What follows belongs to an exercise in optimizing a design on an open flow for small area, a short achievable clock period and few clock cycles per item; a production flow would make more cautious choices. RTL that was checked went through simulation tests only; none was proved equivalent to the original. Power figures rest on the tool's default switching activity, not on a simulated workload.

==> flow/design.v <==
module aoi222 (
    input  logic a1, a2,
    input  logic b1, b2,
    input  logic c1, c2,
    output logic y
);
    assign y = ~((a1 & a2) | (b1 & b2) | (c1 & c2));
endmodule
module proj_readout_top (
    input  logic         clk,
    input  logic         rst,
    input  logic         event_start,    
    input  logic [71:0]  item_count,     
    input  logic [527:0] mem_data,       
    input  logic         out_ack,        
    output logic [11:0]  mem_rd_en,      
    output logic [59:0]  mem_rd_addr,    
    output logic [53:0]  out_word,       
    output logic         out_req,        
    output logic         done            
);
    localparam int N_MEM = 12;
    logic             busy;       
    logic             init;       
    logic             wait1;      
    logic             arm;        
    logic             fin;        
    logic [2:0]       bx;         
    logic [3:0]       k;          
    logic [4:0]       a;          
    logic [N_MEM-1:0] nzq;        
    logic [5:0]       cnt;        
    logic [3:0]       nk;         
    logic             any_q;      
    logic             eom_q;      
    logic [43:0]      data_q;     
    logic             last_q;     
    logic [N_MEM-1:0] nz;         
    logic [N_MEM-1:0] above;      
    logic [3:0]       k_above;    
    logic             end_of_mem;
    logic             accept;     
    logic             ack_seen;   
    logic             idle_link;  
    always_comb begin
        for (int j = 0; j < N_MEM; j++) begin
            nz[j]    = |item_count[6*j +: 6];
            above[j] = nzq[j] && (4'(j) > k);
        end
        k_above = '0;
        for (int j = N_MEM - 1; j >= 0; j--) begin
            if (above[j]) k_above = 4'(j);
        end
    end
    logic [N_MEM-1:0] kdec;       
    logic [N_MEM-1:0] ksel;       
    logic [5:0]       cnt_n [N_MEM/3];
    logic [43:0]      data_n [N_MEM/3];
    logic [5:0]       cnt_sel;
    logic [43:0]      data_sel;
    always_comb begin
        for (int j = 0; j < N_MEM; j++) begin
            kdec[j] = (k == 4'(j));
        end
    end
    for (genvar g = 0; g < N_MEM / 3; g++) begin : g_grp
        for (genvar i = 0; i < 6; i++) begin : g_cnt
            aoi222 u_aoi (
                .a1 (kdec[3*g]),     .a2 (item_count[6*(3*g) + i]),
                .b1 (kdec[3*g + 1]), .b2 (item_count[6*(3*g + 1) + i]),
                .c1 (kdec[3*g + 2]), .c2 (item_count[6*(3*g + 2) + i]),
                .y  (cnt_n[g][i])
            );
        end
        for (genvar i = 0; i < 44; i++) begin : g_dat
            aoi222 u_aoi (
                .a1 (ksel[3*g]),     .a2 (mem_data[44*(3*g) + i]),
                .b1 (ksel[3*g + 1]), .b2 (mem_data[44*(3*g + 1) + i]),
                .c1 (ksel[3*g + 2]), .c2 (mem_data[44*(3*g + 2) + i]),
                .y  (data_n[g][i])
            );
        end
    end
    assign cnt_sel  = ~(cnt_n[0] & cnt_n[1] & cnt_n[2] & cnt_n[3]);
    assign data_sel = ~(data_n[0] & data_n[1] & data_n[2] & data_n[3]);
    assign end_of_mem = ({1'b0, a} + 6'd1) == cnt;
    assign accept     = event_start && !busy;
    assign ack_seen   = out_req && out_ack;
    assign idle_link  = !out_req && !out_ack;
    always_ff @(posedge clk) begin
        if (rst) begin
            busy    <= 1'b0;
            init    <= 1'b0;
            wait1   <= 1'b0;
            arm     <= 1'b0;
            fin     <= 1'b0;
            out_req <= 1'b0;
            done    <= 1'b0;
            bx      <= 3'd7;
        end else begin
            done  <= 1'b0;
            init  <= 1'b0;
            wait1 <= init && !nzq[0];
            if (accept) begin
                busy <= 1'b1;
                init <= 1'b1;
                arm  <= 1'b0;
                fin  <= 1'b0;
                bx   <= bx + 3'd1;
            end else if (busy) begin
                if (wait1 || (init && nzq[0])) arm <= 1'b1;
                if (init) begin
                    if (nzq == '0) begin
                        done <= 1'b1;          
                        busy <= 1'b0;
                    end
                end else if (ack_seen) begin
                    out_req <= 1'b0;
                    if (last_q) fin <= 1'b1;
                end else if (idle_link) begin
                    if (fin) begin
                        done <= 1'b1;          
                        busy <= 1'b0;
                    end else if (arm) begin
                        out_req <= 1'b1;
                    end
                end
            end
        end
    end
    always_ff @(posedge clk) begin
        if (accept) begin
            a <= '0;
            k <= '0;
        end else if (init) begin
            if (!nzq[0]) k <= k_above;
        end else if (ack_seen) begin
            if (!eom_q) begin
                a <= a + 5'd1;
            end else if (!last_q) begin
                a <= '0;
                k <= nk;
            end
        end
    end
    always_ff @(posedge clk) begin
        nzq    <= nz;
        nk     <= k_above;
        any_q  <= |above;
        ksel   <= kdec;
        cnt    <= cnt_sel;
        data_q <= data_sel;
        eom_q  <= end_of_mem;
        last_q <= end_of_mem && !any_q;
    end
    assign mem_rd_en   = '1;
    assign mem_rd_addr = {N_MEM{a}};
    assign out_word    = {last_q, bx, k, 2'b00, data_q};
endmodule
Settings: LEC_CHECK=0, CAP_MARGIN=20, CORE_AREA=5 5 245 245, DIE_AREA=0 0 250 250, PLACE_DENSITY=0.6, SETUP_SLACK_MARGIN=2.5, SLEW_MARGIN=20, SYNTH_HIERARCHICAL=1, SYNTH_MINIMUM_KEEP_SIZE=0; clock period 4.5 ns.
standard.sh (not shown) runs the stock make flow with config.mk's settings and CLKGATE_MAP_FILE= SYNTH_SCRIPT=/design/flow/synth_recipe.tcl, a recipe that flattens the netlist after the stock synthesis.
==> flow/flow/run.sh <==
#!/bin/bash
# Standard layout, with the smallest buffer on every input and output port.
set -uo pipefail
export BUFFER_PORTS_ARGS="-buffer_cell sky130_fd_sc_hd__buf_1"
bash standard.sh > standard.log 2>&1
The baseline completed with no timing, DRC or antenna violations.
Testbench counts at the start, summed over its fixed seeds: cycles 92,895, words 22,694.
Edit:
--- a/flow/design.v
+++ b/flow/design.v
@@ -43,11 +43,11 @@
     logic             ack_seen;   
     logic             idle_link;  
     always_comb begin
         for (int j = 0; j < N_MEM; j++) begin
             nz[j]    = |item_count[6*j +: 6];
-            above[j] = nzq[j] && (4'(j) > k);
+            above[j] = nzq[j] && (init || (4'(j) > k));
         end
         k_above = '0;
         for (int j = N_MEM - 1; j >= 0; j--) begin
             if (above[j]) k_above = 4'(j);
         end
@@ -98,19 +98,19 @@
             done    <= 1'b0;
             bx      <= 3'd7;
         end else begin
             done  <= 1'b0;
             init  <= 1'b0;
-            wait1 <= init && !nzq[0];
+            wait1 <= init;
             if (accept) begin
                 busy <= 1'b1;
                 init <= 1'b1;
                 arm  <= 1'b0;
                 fin  <= 1'b0;
                 bx   <= bx + 3'd1;
             end else if (busy) begin
-                if (wait1 || (init && nzq[0])) arm <= 1'b1;
+                if (wait1) arm <= 1'b1;
                 if (init) begin
                     if (nzq == '0) begin
                         done <= 1'b1;          
                         busy <= 1'b0;
                     end
@@ -127,15 +127,13 @@
                 end
             end
         end
     end
     always_ff @(posedge clk) begin
-        if (accept) begin
+        if (init) begin
             a <= '0;
-            k <= '0;
-        end else if (init) begin
-            if (!nzq[0]) k <= k_above;
+            k <= k_above;
         end else if (ack_seen) begin
             if (!eom_q) begin
                 a <= a + 5'd1;
             end else if (!last_q) begin
                 a <= '0;
Wire length shrinks by 4.6%.
Cell count shrinks by 0.95%.
Total power climbs by 7.7%.
Hold slack loses 0.039 ns.
Cell area fell by 1.4%.
Testbench counts after the change, summed over its fixed seeds: cycles 93,176, words 22,694.

========
## zinc
Starts from the design.v that is shown in full above.
Settings: LEC_CHECK=0, CAP_MARGIN=20, CORE_AREA=5 5 245 245, DIE_AREA=0 0 250 250, PLACE_DENSITY=0.6, SETUP_SLACK_MARGIN=2.4, SLEW_MARGIN=20, SYNTH_HIERARCHICAL=1, SYNTH_MINIMUM_KEEP_SIZE=0; clock period 4.5 ns.
Scripts as last shown in full above: flow/flow/run.sh
Testbench counts of zinc, summed over its fixed seeds: cycles 92,895, words 22,694.
Here is what was changed in the inputs of garnet compared with zinc.
--- a/flow/design.v
+++ b/flow/design.v
@@ -44,9 +44,9 @@
     logic             idle_link;  
     always_comb begin
         for (int j = 0; j < N_MEM; j++) begin
             nz[j]    = |item_count[6*j +: 6];
-            above[j] = nzq[j] && (4'(j) > k);
+            above[j] = nzq[j] && (init || (4'(j) > k));
         end
         k_above = '0;
         for (int j = N_MEM - 1; j >= 0; j--) begin
             if (above[j]) k_above = 4'(j);
@@ -99,17 +99,17 @@
             bx      <= 3'd7;
         end else begin
             done  <= 1'b0;
             init  <= 1'b0;
-            wait1 <= init && !nzq[0];
+            wait1 <= init;
             if (accept) begin
                 busy <= 1'b1;
                 init <= 1'b1;
                 arm  <= 1'b0;
                 fin  <= 1'b0;
                 bx   <= bx + 3'd1;
             end else if (busy) begin
-                if (wait1 || (init && nzq[0])) arm <= 1'b1;
+                if (wait1) arm <= 1'b1;
                 if (init) begin
                     if (nzq == '0) begin
                         done <= 1'b1;          
                         busy <= 1'b0;
@@ -128,13 +128,11 @@
             end
         end
     end
     always_ff @(posedge clk) begin
-        if (accept) begin
+        if (init) begin
             a <= '0;
-            k <= '0;
-        end else if (init) begin
-            if (!nzq[0]) k <= k_above;
+            k <= k_above;
         end else if (ack_seen) begin
             if (!eom_q) begin
                 a <= a + 5'd1;
             end else if (!last_q) begin
Findings:
- garnet ended up with a higher part of the Yosys area used for sequential elements than zinc did.
- [compare] base=zinc new=garnet: first-iteration DRC count grew by 150, share of synthesized area spent on multiplexers grew by 0.19 points.
- Delta(met1 routing resource usage after global routing, garnet - zinc) < 0
- Relative to zinc, the non-clock buffer count measured on garnet has increased slightly.
- [compare] base=zinc new=garnet: number of fill cells in the layout level, wire length of the first global-routing pass moved down, via count of the first global-routing pass moved down.
Testbench counts of garnet, summed over its fixed seeds: cycles 93,176, words 22,694.

========
Another version of the RTL of proj_readout_top (not shown whole).
For scale: roughly 610 cells after synthesis, roughly 84 flip-flops.
==> module proj_readout_top, before the edit <==
module proj_readout_top (
    input  logic         clk,
    input  logic         rst,
    input  logic         event_start,    
    input  logic [71:0]  item_count,     
    input  logic [527:0] mem_data,       
    input  logic         out_ack,        
    output logic [11:0]  mem_rd_en,      
    output logic [59:0]  mem_rd_addr,    
    output logic [53:0]  out_word,       
    output logic         out_req,        
    output logic         done            
);
    localparam int N_MEM = 12;
    localparam int SEL_W = 50;            
    logic             busy;       
    logic             arm;        
    logic             fin;        
    logic [2:0]       bx;         
    logic [3:0]       k;          
    logic [4:0]       a;          
    logic [5:0]       cnt;        
    logic [3:0]       nk;         
    logic             any_q;      
    logic [N_MEM-1:0] nzq;        
    logic [43:0]      data_q;     
    logic             last_q;     
    logic [N_MEM-1:0] nz;         
    logic [N_MEM-1:0] above;      
    logic [3:0]       k_first;    
    logic [3:0]       k_above;    
    logic             end_of_mem; 
    logic             accept;     
    logic             ack_seen;   
    always_comb begin
        for (int j = 0; j < N_MEM; j++) begin
            nz[j]    = |item_count[6*j +: 6];
            above[j] = nzq[j] && (4'(j) > k);
        end
        k_first = '0;
        k_above = '0;
        for (int j = N_MEM - 1; j >= 0; j--) begin
            if (nz[j])    k_first = 4'(j);
            if (above[j]) k_above = 4'(j);
        end
    end
    logic [N_MEM-1:0] ksel;
    logic [SEL_W-1:0] src [N_MEM];
    logic [SEL_W-1:0] sel_n [N_MEM/3];
    logic [SEL_W-1:0] sel;
    always_comb begin
        for (int j = 0; j < N_MEM; j++) begin
            ksel[j] = (k == 4'(j));
            src[j]  = {item_count[6*j +: 6], mem_data[44*j +: 44]};
        end
    end
    for (genvar g = 0; g < N_MEM / 3; g++) begin : g_grp
        for (genvar i = 0; i < SEL_W; i++) begin : g_bit
            aoi222 u_aoi (
                .a1 (ksel[3*g]),     .a2 (src[3*g][i]),
                .b1 (ksel[3*g + 1]), .b2 (src[3*g + 1][i]),
                .c1 (ksel[3*g + 2]), .c2 (src[3*g + 2][i]),
                .y  (sel_n[g][i])
            );
        end
    end
    assign sel = ~(sel_n[0] & sel_n[1] & sel_n[2] & sel_n[3]);
    assign end_of_mem = ({1'b0, a} + 6'd1) == cnt;
    assign accept     = event_start && !busy;
    assign ack_seen   = out_req && out_ack;
    always_ff @(posedge clk) begin
        if (rst) begin
            busy    <= 1'b0;
            arm     <= 1'b0;
            fin     <= 1'b0;
            out_req <= 1'b0;
            done    <= 1'b0;
            bx      <= 3'd7;
        end else begin
            done <= 1'b0;
            if (accept) begin
                bx   <= bx + 3'd1;
                arm  <= 1'b0;
                fin  <= 1'b0;
                a    <= '0;
                k    <= k_first;
                if (nz == '0) begin
                    done <= 1'b1;              
                end else begin
                    busy <= 1'b1;
                end
            end else if (busy) begin
                arm <= 1'b1;
                if (ack_seen) begin
                    out_req <= 1'b0;
                    if (!end_of_mem) begin
                        a <= a + 5'd1;
                    end else if (any_q) begin
                        a <= '0;
                        k <= nk;
                    end else begin
                        fin <= 1'b1;
                    end
                end else if (!out_req && !out_ack) begin
                    if (fin) begin
                        done <= 1'b1;          
                        busy <= 1'b0;
                    end else if (arm) begin
                        out_req <= 1'b1;
                    end
                end
            end
        end
    end
    always_ff @(posedge clk) begin
        nzq    <= nz;
        nk     <= k_above;
        any_q  <= |above;
        cnt    <= sel[49:44];
        data_q <= sel[43:0];
        last_q <= end_of_mem && !any_q;
    end
    assign mem_rd_en   = '1;
    assign mem_rd_addr = {N_MEM{a}};
    assign out_word    = {last_q, bx, k, 2'b00, data_q};
endmodule
export LEC_CHECK = 0
export CAP_MARGIN = 20
export CORE_AREA = 5 5 245 245
export DIE_AREA = 0 0 250 250
export PLACE_DENSITY = 0.6
export SETUP_SLACK_MARGIN = 2.4
export SLEW_MARGIN = 20
export SYNTH_HIERARCHICAL = 1
export SYNTH_MINIMUM_KEEP_SIZE = 0
create_clock -name core_clock -period 4.5 [get_ports {clk}]
Scripts as last shown in full above: flow/flow/run.sh
Next try:
--- a/flow/design.v
+++ b/flow/design.v
@@ -17,13 +17,12 @@
     output logic [59:0]  mem_rd_addr,    
     output logic [53:0]  out_word,       
     output logic         out_req,        
     output logic         done            
 );
     localparam int N_MEM = 12;
-    localparam int SEL_W = 50;            
     logic             busy;       
     logic             arm;        
     logic             fin;        
     logic [2:0]       bx;         
     logic [3:0]       k;          
     logic [4:0]       a;          
@@ -49,33 +48,43 @@
         k_above = '0;
         for (int j = N_MEM - 1; j >= 0; j--) begin
             if (nz[j])    k_first = 4'(j);
             if (above[j]) k_above = 4'(j);
         end
     end
-    logic [N_MEM-1:0] ksel;
-    logic [SEL_W-1:0] src [N_MEM];
-    logic [SEL_W-1:0] sel_n [N_MEM/3];
-    logic [SEL_W-1:0] sel;
+    logic [N_MEM-1:0] kdec;       
+    logic [N_MEM-1:0] ksel;       
+    logic [5:0]       cnt_n [N_MEM/3];
+    logic [43:0]      data_n [N_MEM/3];
+    logic [5:0]       cnt_sel;
+    logic [43:0]      data_sel;
     always_comb begin
         for (int j = 0; j < N_MEM; j++) begin
-            ksel[j] = (k == 4'(j));
-            src[j]  = {item_count[6*j +: 6], mem_data[44*j +: 44]};
+            kdec[j] = (k == 4'(j));
         end
     end
     for (genvar g = 0; g < N_MEM / 3; g++) begin : g_grp
-        for (genvar i = 0; i < SEL_W; i++) begin : g_bit
+        for (genvar i = 0; i < 6; i++) begin : g_cnt
             aoi222 u_aoi (
-                .a1 (ksel[3*g]),     .a2 (src[3*g][i]),
-                .b1 (ksel[3*g + 1]), .b2 (src[3*g + 1][i]),
-                .c1 (ksel[3*g + 2]), .c2 (src[3*g + 2][i]),
-                .y  (sel_n[g][i])
+                .a1 (kdec[3*g]),     .a2 (item_count[6*(3*g) + i]),
+                .b1 (kdec[3*g + 1]), .b2 (item_count[6*(3*g + 1) + i]),
+                .c1 (kdec[3*g + 2]), .c2 (item_count[6*(3*g + 2) + i]),
+                .y  (cnt_n[g][i])
+            );
+        end
+        for (genvar i = 0; i < 44; i++) begin : g_dat
+            aoi222 u_aoi (
+                .a1 (ksel[3*g]),     .a2 (mem_data[44*(3*g) + i]),
+                .b1 (ksel[3*g + 1]), .b2 (mem_data[44*(3*g + 1) + i]),
+                .c1 (ksel[3*g + 2]), .c2 (mem_data[44*(3*g + 2) + i]),
+                .y  (data_n[g][i])
             );
         end
     end
-    assign sel = ~(sel_n[0] & sel_n[1] & sel_n[2] & sel_n[3]);
+    assign cnt_sel  = ~(cnt_n[0] & cnt_n[1] & cnt_n[2] & cnt_n[3]);
+    assign data_sel = ~(data_n[0] & data_n[1] & data_n[2] & data_n[3]);
     assign end_of_mem = ({1'b0, a} + 6'd1) == cnt;
     assign accept     = event_start && !busy;
     assign ack_seen   = out_req && out_ack;
     always_ff @(posedge clk) begin
         if (rst) begin
             busy    <= 1'b0;
@@ -121,14 +130,15 @@
         end
     end
     always_ff @(posedge clk) begin
         nzq    <= nz;
         nk     <= k_above;
         any_q  <= |above;
-        cnt    <= sel[49:44];
-        data_q <= sel[43:0];
+        ksel   <= kdec;
+        cnt    <= cnt_sel;
+        data_q <= data_sel;
         last_q <= end_of_mem && !any_q;
     end
     assign mem_rd_en   = '1;
     assign mem_rd_addr = {N_MEM{a}};
     assign out_word    = {last_q, bx, k, 2'b00, data_q};
 endmodule
What happened: Design area is lower by a little under a tenth; die area stays the same; via count is lower by a few percent; clock skew is higher by 0.0062 ns; area after synthesis is higher by a few percent; hold slack degrades by 0.0097 ns; setup slack improves by 0.15 ns; utilization is lower by 1.4 points; first-iteration DRC count is lower by a few percent; power is higher slightly; clock power is higher by roughly a tenth; sequential share of layout area is higher by 3.8 points.
Testbench counts after the change, summed over its fixed seeds: cycles 92,696, words 22,694.
For the first run of this note, only the layout was checked, not whether the RTL still works.

==> afterwards: timing with drivers on the ports <==
In the flow no input, the clock included, has a driving cell. The finished layouts below were timed again as built, in two steps. Step 1, drivers: a clkbuf_16 drives clk and a buf_2 each remaining input, both assumed. Step 2 moves the port delays by t, midway between the first and last clock arrival at a register: inputs arrive t later, outputs are due t later. That takes back most of the time a late clock gives input paths. a / b / c = ideal ports / drivers / drivers and shift; a / b = the first two.
run	t (ns)	setup slack, ns	worst slew at a driven data input, ns	pins driven straight from the clock port
the first run of note 1	0.433	2.465 / 2.465 / 2.220	0.15	1
the second run of note 1	0.429	2.497 / 2.497 / 2.217	0.22	1
zinc	0.430	2.439 / 2.395 / 2.207	0.15	1
garnet	0.428	2.490 / 2.472 / 2.230	0.22	1
the first run of note 3	0.436	2.220 / 2.220 / 1.992	0.25	1
the second run of note 3	0.428	2.366 / 2.341 / 1.946	0.31	1
After both steps every run listed still meets setup and hold. The setup slack of the second run of note 3, which loses most, moves by -0.025 ns with the drivers and by -0.420 ns with both steps.
